What follows belongs to an exercise in optimizing a design on an open flow for small area; a production flow would make more cautious choices. In this exercise RTL edits were held to simulation tests only and were not proved equivalent to the original. Power and IR drop assume default switching activity.

==> flow/design.v <==
module nrf_spi_responder (
   input  logic       CLOCK_50,
   input  logic       RESET,
   input  logic       NRF_SCK,
   input  logic       NRF_CSN,
   input  logic       NRF_MOSI,
   output logic       NRF_MISO,
   output logic       NRF_IRQ,
   input  logic       rx_wr_en,
   input  logic [7:0] rx_wr_data,
   input  logic       rx_commit,
   output logic       rx_full,
   input  logic       tx_rd_en,
   output logic [7:0] tx_rd_data,
   output logic       tx_avail
);
   localparam logic [1:0] StIdle = 2'd0, StCmd = 2'd1, StData = 2'd2, StIgnore = 2'd3;
   localparam logic [1:0] CmdRReg = 2'd0, CmdWReg = 2'd1, CmdRRx = 2'd2, CmdWTx = 2'd3;
   logic [1:0] sck_sync_q, mosi_sync_q, csn_sync_q;
   logic       sck_prev_q;
   always_ff @(posedge CLOCK_50) begin
      sck_sync_q  <= {sck_sync_q[0], NRF_SCK};
      mosi_sync_q <= {mosi_sync_q[0], NRF_MOSI};
      sck_prev_q  <= sck_sync_q[1];
   end
   always_ff @(posedge CLOCK_50 or posedge RESET) begin
      if (RESET) csn_sync_q <= 2'b11;
      else       csn_sync_q <= {csn_sync_q[0], NRF_CSN};
   end
   logic sck_s, csn_s, mosi_s, sck_rise, sck_fall;
   assign sck_s    = sck_sync_q[1];
   assign csn_s    = csn_sync_q[1];
   assign mosi_s   = mosi_sync_q[1];
   assign sck_rise = sck_s & ~sck_prev_q;
   assign sck_fall = ~sck_s & sck_prev_q;
   logic [1:0] state_q;
   logic [1:0] cmd_q;
   logic [2:0] bit_cnt_q;
   logic [6:0] shift_in_q;
   logic [7:0] shift_out_q;
   logic       miso_q;
   logic [4:0] addr_q;
   logic       addr_ovf_q;
   logic       rx_dr_q, tx_ds_q;
   logic       rx_full_q, rx_read_q;
   logic [5:0] rx_wr_ptr_q, rx_hwm_q;
   logic       tx_avail_q, tx_wrote_q;
   logic [5:0] tx_ptr_q;
   logic [7:0] tx_rd_data_q;
   logic [31:0][7:0] reg_q;
   logic [31:0][7:0] rx_buf_q;
   logic [31:0][7:0] tx_buf_q;
   logic idle, in_cmd, in_data, spi_start, spi_end, byte_done;
   assign idle      = (state_q == StIdle);
   assign in_cmd    = (state_q == StCmd);
   assign in_data   = (state_q == StData);
   assign spi_start = ~csn_s & idle;
   assign spi_end   = csn_s & ~idle;
   assign byte_done = sck_rise & (bit_cnt_q == 3'd7) & ~csn_s & ~idle;
   logic [7:0] rx_byte, status;
   logic       is_rreg, is_wreg, is_rrx, is_wtx, is_ftx, is_frx;
   assign rx_byte = {shift_in_q, mosi_s};
   assign status  = {1'b0, rx_dr_q, tx_ds_q, 1'b0, rx_full_q ? 3'b000 : 3'b111, tx_avail_q};
   assign is_rreg = (rx_byte[7:5] == 3'b000);
   assign is_wreg = (rx_byte[7:5] == 3'b001);
   assign is_rrx  = (rx_byte == 8'h61);
   assign is_wtx  = (rx_byte == 8'hA0) & ~tx_avail_q;
   assign is_ftx  = (rx_byte == 8'hE1);
   assign is_frx  = (rx_byte == 8'hE2);
   logic cmd_done, data_done, wreg_wr, wtx_wr, rrx_rd;
   assign cmd_done  = byte_done & in_cmd;
   assign data_done = byte_done & in_data;
   assign wreg_wr   = data_done & (cmd_q == CmdWReg);
   assign wtx_wr    = data_done & (cmd_q == CmdWTx) & (tx_ptr_q != 6'd0);
   assign rrx_rd    = data_done & (cmd_q == CmdRRx);
   logic [4:0] rd_addr, addr_next;
   logic       addr_carry;
   assign rd_addr = in_cmd ? {rx_byte[4:1], rx_byte[0] & ~rx_byte[6]} : addr_q;
   assign {addr_carry, addr_next} = rd_addr + {4'd0, ~(in_cmd & is_wreg)};
   logic [7:0] reg_rd, rx_rd, out_byte;
   logic [31:0] rd_sel;
   always_comb begin
      reg_rd = 8'h00;
      rx_rd  = 8'h00;
      for (int i = 0; i < 32; i++) begin
         rd_sel[i] = (rd_addr == 5'(i));
         reg_rd = reg_rd | ({8{rd_sel[i]}} & ((i == 7) ? status : reg_q[i]));
         rx_rd  = rx_rd  | ({8{rd_sel[i]}} & rx_buf_q[i]);
      end
   end
   logic sel_reg, sel_rx, rx_valid;
   assign sel_reg  = in_cmd ? is_rreg : in_data & (cmd_q == CmdRReg);
   assign sel_rx   = in_cmd ? is_rrx  : in_data & (cmd_q == CmdRRx);
   assign rx_valid = ~(in_data & addr_ovf_q) & ({1'b0, rd_addr} < rx_hwm_q);
   assign out_byte = (sel_reg ? reg_rd : 8'h00) | ((sel_rx & rx_valid) ? rx_rd : 8'h00);
   always_ff @(posedge CLOCK_50 or posedge RESET) begin
      if (RESET) state_q <= StIdle;
      else if (spi_start) state_q <= StCmd;
      else if (spi_end) state_q <= StIdle;
      else if (cmd_done) state_q <= (is_rreg | is_wreg | is_rrx | is_wtx) ? StData : StIgnore;
   end
   always_ff @(posedge CLOCK_50) begin
      if (spi_start) begin
         bit_cnt_q   <= 3'd0;
         shift_out_q <= {status[6:0], 1'b0};
         miso_q      <= status[7];
         rx_read_q   <= 1'b0;
         tx_wrote_q  <= 1'b0;
      end else if (spi_end) begin
         bit_cnt_q <= 3'd0;
         miso_q    <= 1'b0;
      end else if (!idle) begin
         if (sck_rise) begin
            shift_in_q <= rx_byte[6:0];
            bit_cnt_q  <= bit_cnt_q + 3'd1;
            if (bit_cnt_q == 3'd7) shift_out_q <= out_byte;
         end else if (sck_fall) begin
            miso_q      <= shift_out_q[7];
            shift_out_q <= {shift_out_q[6:0], 1'b0};
         end
      end
      if (cmd_done) begin
         cmd_q <= is_rreg ? CmdRReg : is_wreg ? CmdWReg : is_rrx ? CmdRRx : CmdWTx;
      end
      if (cmd_done | data_done) begin
         addr_q     <= addr_next;
         addr_ovf_q <= ~in_cmd & (addr_ovf_q | addr_carry);
      end
      if (rrx_rd) rx_read_q <= 1'b1;
      if (wtx_wr) tx_wrote_q <= 1'b1;
   end
   assign NRF_MISO = miso_q & ~idle;
   function automatic logic [7:0] reg_rst(int a);
      case (a)
         0:       reg_rst = 8'h08;
         1:       reg_rst = 8'h3F;
         2, 3, 4: reg_rst = 8'h03;
         5:       reg_rst = 8'h02;
         6:       reg_rst = 8'h0E;
         default: reg_rst = 8'h00;
      endcase
   endfunction
   logic rst_seen_q;
   always_ff @(posedge CLOCK_50 or posedge RESET) begin
      if (RESET) rst_seen_q <= 1'b1;
      else       rst_seen_q <= 1'b0;
   end
   for (genvar i = 0; i < 32; i++) begin : g_reg
      if (i == 7) begin : g_status
         always_ff @(posedge CLOCK_50) reg_q[i] <= 8'h00;
      end else begin : g_store
         logic       en;
         logic [7:0] d;
         assign en = rst_seen_q | (wreg_wr && addr_q == 5'(i));
         assign d  = (rx_byte & ~{8{rst_seen_q}}) | (reg_rst(i) & {8{rst_seen_q}});
         always_ff @(posedge CLOCK_50) begin
            if (en) reg_q[i] <= d;
         end
      end
   end
   logic rx_wr, rx_cm;
   assign rx_wr = ~rx_full_q & rx_wr_en & ~rx_wr_ptr_q[5];
   assign rx_cm = ~rx_full_q & rx_commit & (rx_wr_ptr_q != 6'd0);
   for (genvar i = 0; i < 32; i++) begin : g_rx
      always_ff @(posedge CLOCK_50) begin
         if (rx_wr && rx_wr_ptr_q[4:0] == 5'(i)) rx_buf_q[i] <= rx_wr_data;
      end
   end
   always_ff @(posedge CLOCK_50 or posedge RESET) begin
      if (RESET) begin
         rx_wr_ptr_q <= 6'd0;
         rx_hwm_q    <= 6'd0;
         rx_full_q   <= 1'b0;
         rx_dr_q     <= 1'b0;
      end else begin
         if (cmd_done && is_frx) begin
            rx_full_q   <= 1'b0;
            rx_wr_ptr_q <= 6'd0;
         end
         if (spi_end && rx_read_q) rx_full_q <= 1'b0;
         if (wreg_wr && addr_q == 5'd7 && rx_byte[6]) rx_dr_q <= 1'b0;
         if (rx_wr) begin
            rx_wr_ptr_q <= rx_wr_ptr_q + 6'd1;
            if (rx_wr_ptr_q == rx_hwm_q) rx_hwm_q <= rx_wr_ptr_q + 6'd1;
         end
         if (rx_cm) begin
            rx_full_q   <= 1'b1;
            rx_dr_q     <= 1'b1;
            rx_wr_ptr_q <= 6'd0;
         end
      end
   end
   always_ff @(posedge CLOCK_50) begin
      if (wtx_wr) tx_buf_q <= {rx_byte, tx_buf_q[31:1]};
   end
   logic [7:0] tx_rd;
   always_comb begin
      tx_rd = 8'h00;
      for (int i = 0; i < 32; i++)
         tx_rd = tx_rd | ({8{tx_ptr_q[4:0] == 5'(i)}} & tx_buf_q[i]);
   end
   logic tx_load, tx_pop;
   assign tx_load = spi_end & tx_wrote_q;
   assign tx_pop  = tx_rd_en & tx_avail_q;
   always_ff @(posedge CLOCK_50) begin
      if (cmd_done && is_wtx) tx_ptr_q <= 6'd32;
      else if (wtx_wr) tx_ptr_q <= tx_ptr_q - 6'd1;
      else if (tx_load || (tx_pop && !tx_ptr_q[5])) tx_ptr_q <= tx_ptr_q + 6'd1;
   end
   always_ff @(posedge CLOCK_50 or posedge RESET) begin
      if (RESET) begin
         tx_avail_q   <= 1'b0;
         tx_rd_data_q <= 8'h00;
         tx_ds_q      <= 1'b0;
      end else begin
         if (tx_pop) begin
            if (tx_ptr_q[5]) tx_avail_q <= 1'b0;
            else             tx_rd_data_q <= tx_rd;
         end
         if (cmd_done && is_ftx) tx_avail_q <= 1'b0;
         if (tx_load) begin
            tx_avail_q   <= 1'b1;
            tx_ds_q      <= 1'b1;
            tx_rd_data_q <= tx_rd;
         end
         if (wreg_wr && addr_q == 5'd7 && rx_byte[5]) tx_ds_q <= 1'b0;
      end
   end
   assign rx_full    = rx_full_q;
   assign tx_avail   = tx_avail_q;
   assign tx_rd_data = tx_rd_data_q;
   logic irq_q;
   always_ff @(posedge CLOCK_50 or posedge RESET) begin
      if (RESET) irq_q <= 1'b1;
      else       irq_q <= ~((rx_dr_q & ~reg_q[0][6]) | (tx_ds_q & ~reg_q[0][5]));
   end
   assign NRF_IRQ = irq_q;
endmodule
==> flow/config.mk <==
export PLATFORM = sky130hd
export DESIGN_NAME = nrf_spi_responder
export DESIGN_NICKNAME = nrf_spi_responder
export VERILOG_FILES = /design/flow/design.v
export SDC_FILE = /design/flow/constraint.sdc
export NUM_CORES = 4
export LEC_CHECK = 0
export CAP_MARGIN = 20
export CORE_MARGIN = 2
export CORE_UTILIZATION = 60
export PLACE_DENSITY = 0.72
export SLEW_MARGIN = 20
==> flow/constraint.sdc <==
create_clock -name core_clock -period 10.0 [get_ports {CLOCK_50}]
set_input_delay 2.0000 -clock core_clock [delete_from_list [all_inputs] [get_ports {CLOCK_50}]]
set_output_delay 2.0000 -clock core_clock [all_outputs]
set_load 0.01 [all_outputs]
standard.sh (not shown) runs the stock make flow with config.mk's settings and CLKGATE_MAP_FILE= SYNTH_SCRIPT=/design/flow/synth_recipe.tcl, a recipe that flattens the netlist after the stock synthesis.
==> flow/flow/run.sh <==
#!/bin/bash
# Standard synthesis, then abc re-maps the logic between the registers for area (registers
# untouched), then the standard layout with a clock tree of small buffers in large clusters,
# without dummy loads.
set -euo pipefail
R=orfs/results/sky130hd/nrf_spi_responder/base
bash standard.sh synth > synth_standard.log 2>&1
cp $R/1_2_yosys.v $R/1_2_yosys_standard.v
export LIB=$FLOW_HOME/platforms/sky130hd/lib/sky130_fd_sc_hd__tt_025C_1v80.lib
export SEQ_CELLS="$(grep -oE 'sky130_fd_sc_hd__(df|edf|sdf|sedf|dl)[a-z0-9_]*' $R/1_2_yosys_standard.v | sort -u | tr '\n' ' ')"
export DONT_USE="$(sed -n '/DONT_USE_CELLS += /,/^#/p' $FLOW_HOME/platforms/sky130hd/config.mk | grep -oE 'sky130_fd_sc_hd__[a-z0-9_]+' | tr '\n' ' ')"
export IN_V=$R/1_2_yosys_standard.v OUT_V=$R/1_2_yosys.v TOP=$FLOW_TOP STAT_OUT=reabc_stat.txt
export ABC_SCRIPT=$PWD/flow/area.abc ABC_D=$(awk "BEGIN{print $FLOW_PERIOD_NS*1000}")
yosys -c flow/reabc.tcl > reabc.log 2>&1
export REMOVE_ABC_BUFFERS=1
export BUFFER_PORTS_ARGS="-buffer_cell sky130_fd_sc_hd__buf_1"
export CTS_ARGS="-sink_clustering_enable -repair_clock_nets -buf_list sky130_fd_sc_hd__clkbuf_16 -sink_clustering_size 30 -sink_clustering_max_diameter 60 -dont_use_dummy_load"
bash standard.sh > standard.log 2>&1
==> flow/flow/area.abc <==
strash
dch
amap
topo
&get -n
&st
&dch
&nf -R 1000 -p
&put
topo
==> flow/flow/reabc.tcl <==
# Re-maps the combinational logic of the standard synthesis netlist for area. Every register
# instance of the standard synthesis is kept as it is (same name, same cell); only the cells
# between them are re-mapped by abc.
yosys -import
set lib $::env(LIB)
set seq_cells $::env(SEQ_CELLS)
read_liberty -ignore_miss_func $lib
read_verilog -sv $::env(IN_V)
hierarchy -top $::env(TOP)
setattr -mod -set keep_hierarchy 1 {*}$seq_cells
flatten
opt_clean -purge
set dont_use {}
foreach c $::env(DONT_USE) { lappend dont_use -dont_use $c }
abc -script $::env(ABC_SCRIPT) -liberty $lib {*}$dont_use -D $::env(ABC_D)
opt_clean -purge
splitnets
opt_clean -purge
hilomap -singleton -hicell sky130_fd_sc_hd__conb_1 HI -locell sky130_fd_sc_hd__conb_1 LO
insbuf -buf sky130_fd_sc_hd__buf_4 A X
# left out here: clean up, hide names made inside functions
yosys rename -hide {w:_*_.*}
select -module $::env(TOP)
tee -o $::env(STAT_OUT) stat -liberty $lib
select -clear
blackbox {*}$seq_cells
check
write_verilog -noattr -nohex -nodec -selected $::env(OUT_V)
The baseline ran to the end with no violations.
Edit:
==> flow/run.sh (new file) <==
#!/bin/bash
# synth_recipe.tcl (not shown) runs the flow's synth.tcl, then flattens the netlist and writes it again
# the make line also repeats each setting of config.mk as NAME=value (left out here)
make -C /OpenROAD-flow-scripts/flow DESIGN_CONFIG=/design/flow/config.mk WORK_HOME=/design/flow/orfs CLKGATE_MAP_FILE= SYNTH_SCRIPT=/design/flow/synth_recipe.tcl finish
--- a/flow/config.mk
+++ b/flow/config.mk
@@ -9,4 +9,3 @@
 export CORE_MARGIN = 2
-export CORE_UTILIZATION = 60
-export PLACE_DENSITY = 0.72
+export CORE_UTILIZATION = 40
 export SLEW_MARGIN = 20
removed: flow/flow/run.sh
removed: flow/flow/area.abc
removed: flow/flow/reabc.tcl
removed: flow/standard.sh
What happened:
- sequential power grows by a few percent
- total power grows by a quarter to a third
- die area grows by well over a third
- final area grows by roughly a tenth
- wire length grows by about a fifth
- utilization shrinks by 20 points
- clock skew shrinks by 0.035 ns
- register-to-register slack improved by 1.0 ns
- count of clock-buffer cells in the layout grows by 56
- area after synthesis grows by a few percent
Edit:
==> flow/flow/run.sh (new file) <==
#!/bin/bash
# Standard layout with two changes: the buffers abc put into the netlist are removed at
# floorplan (repair_design puts back what slew and capacitance need), and the clock tree uses
# small clock buffers without dummy loads.
set -e
export REMOVE_ABC_BUFFERS=1
export CTS_ARGS="-sink_clustering_enable -repair_clock_nets -buf_list sky130_fd_sc_hd__clkbuf_8 -sink_clustering_size 18 -sink_clustering_max_diameter 60 -dont_use_dummy_load"
bash standard.sh > standard.log 2>&1
==> flow/standard.sh (new file) <==
#!/bin/bash
# synth_recipe.tcl (not shown) runs the flow's synth.tcl, then flattens the netlist and writes it again
# the make line also repeats each setting of config.mk as NAME=value (left out here)
make -C /OpenROAD-flow-scripts/flow DESIGN_CONFIG=/design/flow/config.mk WORK_HOME=/design/flow/orfs CLKGATE_MAP_FILE= SYNTH_SCRIPT=/design/flow/synth_recipe.tcl "${@:-finish}"
--- a/flow/config.mk
+++ b/flow/config.mk
@@ -7,5 +7,5 @@
 export LEC_CHECK = 0
-export CAP_MARGIN = 20
+export CAP_MARGIN = 0
 export CORE_MARGIN = 2
 export CORE_UTILIZATION = 40
-export SLEW_MARGIN = 20
+export SLEW_MARGIN = 0
removed: flow/run.sh
Effect: Fmax came out lower slightly. Power came out lower by about a fifth. Sequential share of layout area came out higher by 3.7 points. Final area came out lower by a few percent. Count of clock-buffer cells in the layout came out lower by 36. Wire length came out lower by a few percent. Setup slack is worse by 0.078 ns. Hold slack is worse by 0.011 ns. Die area is unchanged.

## what the ideal ports hide
Ports are ideal in the flow. The routed layouts listed here were re-timed in OpenROAD.
Step 1: set_driving_cell puts a clkbuf_16 on CLOCK_50 and a buf_2 on each other input, an assumption about the parent block.
Step 2 adds t to the input delays and takes it off the output delays; t is the mean of the earliest and latest rising clock arrival at the registers after step 1. Input paths then give back, and output paths get back, about the clock's delay inside the block.
Slacks: ideal / step 1 / step 2; pairs: ideal / step 1.
run | t (ns) | setup slack, ns | worst setup path after step 2
the first run | 0.665 | 4.902 / 4.902 / 4.902 | register to register
the second run | 0.704 | 5.748 / 5.685 / 5.396 | input to register
the third run | 0.726 | 5.671 / 5.602 / 5.474 | input to register
After both steps setup and hold are still met in every run listed. The setup slack of the second run, which loses most, moves by -0.063 ns with the drivers and by -0.352 ns with both steps.
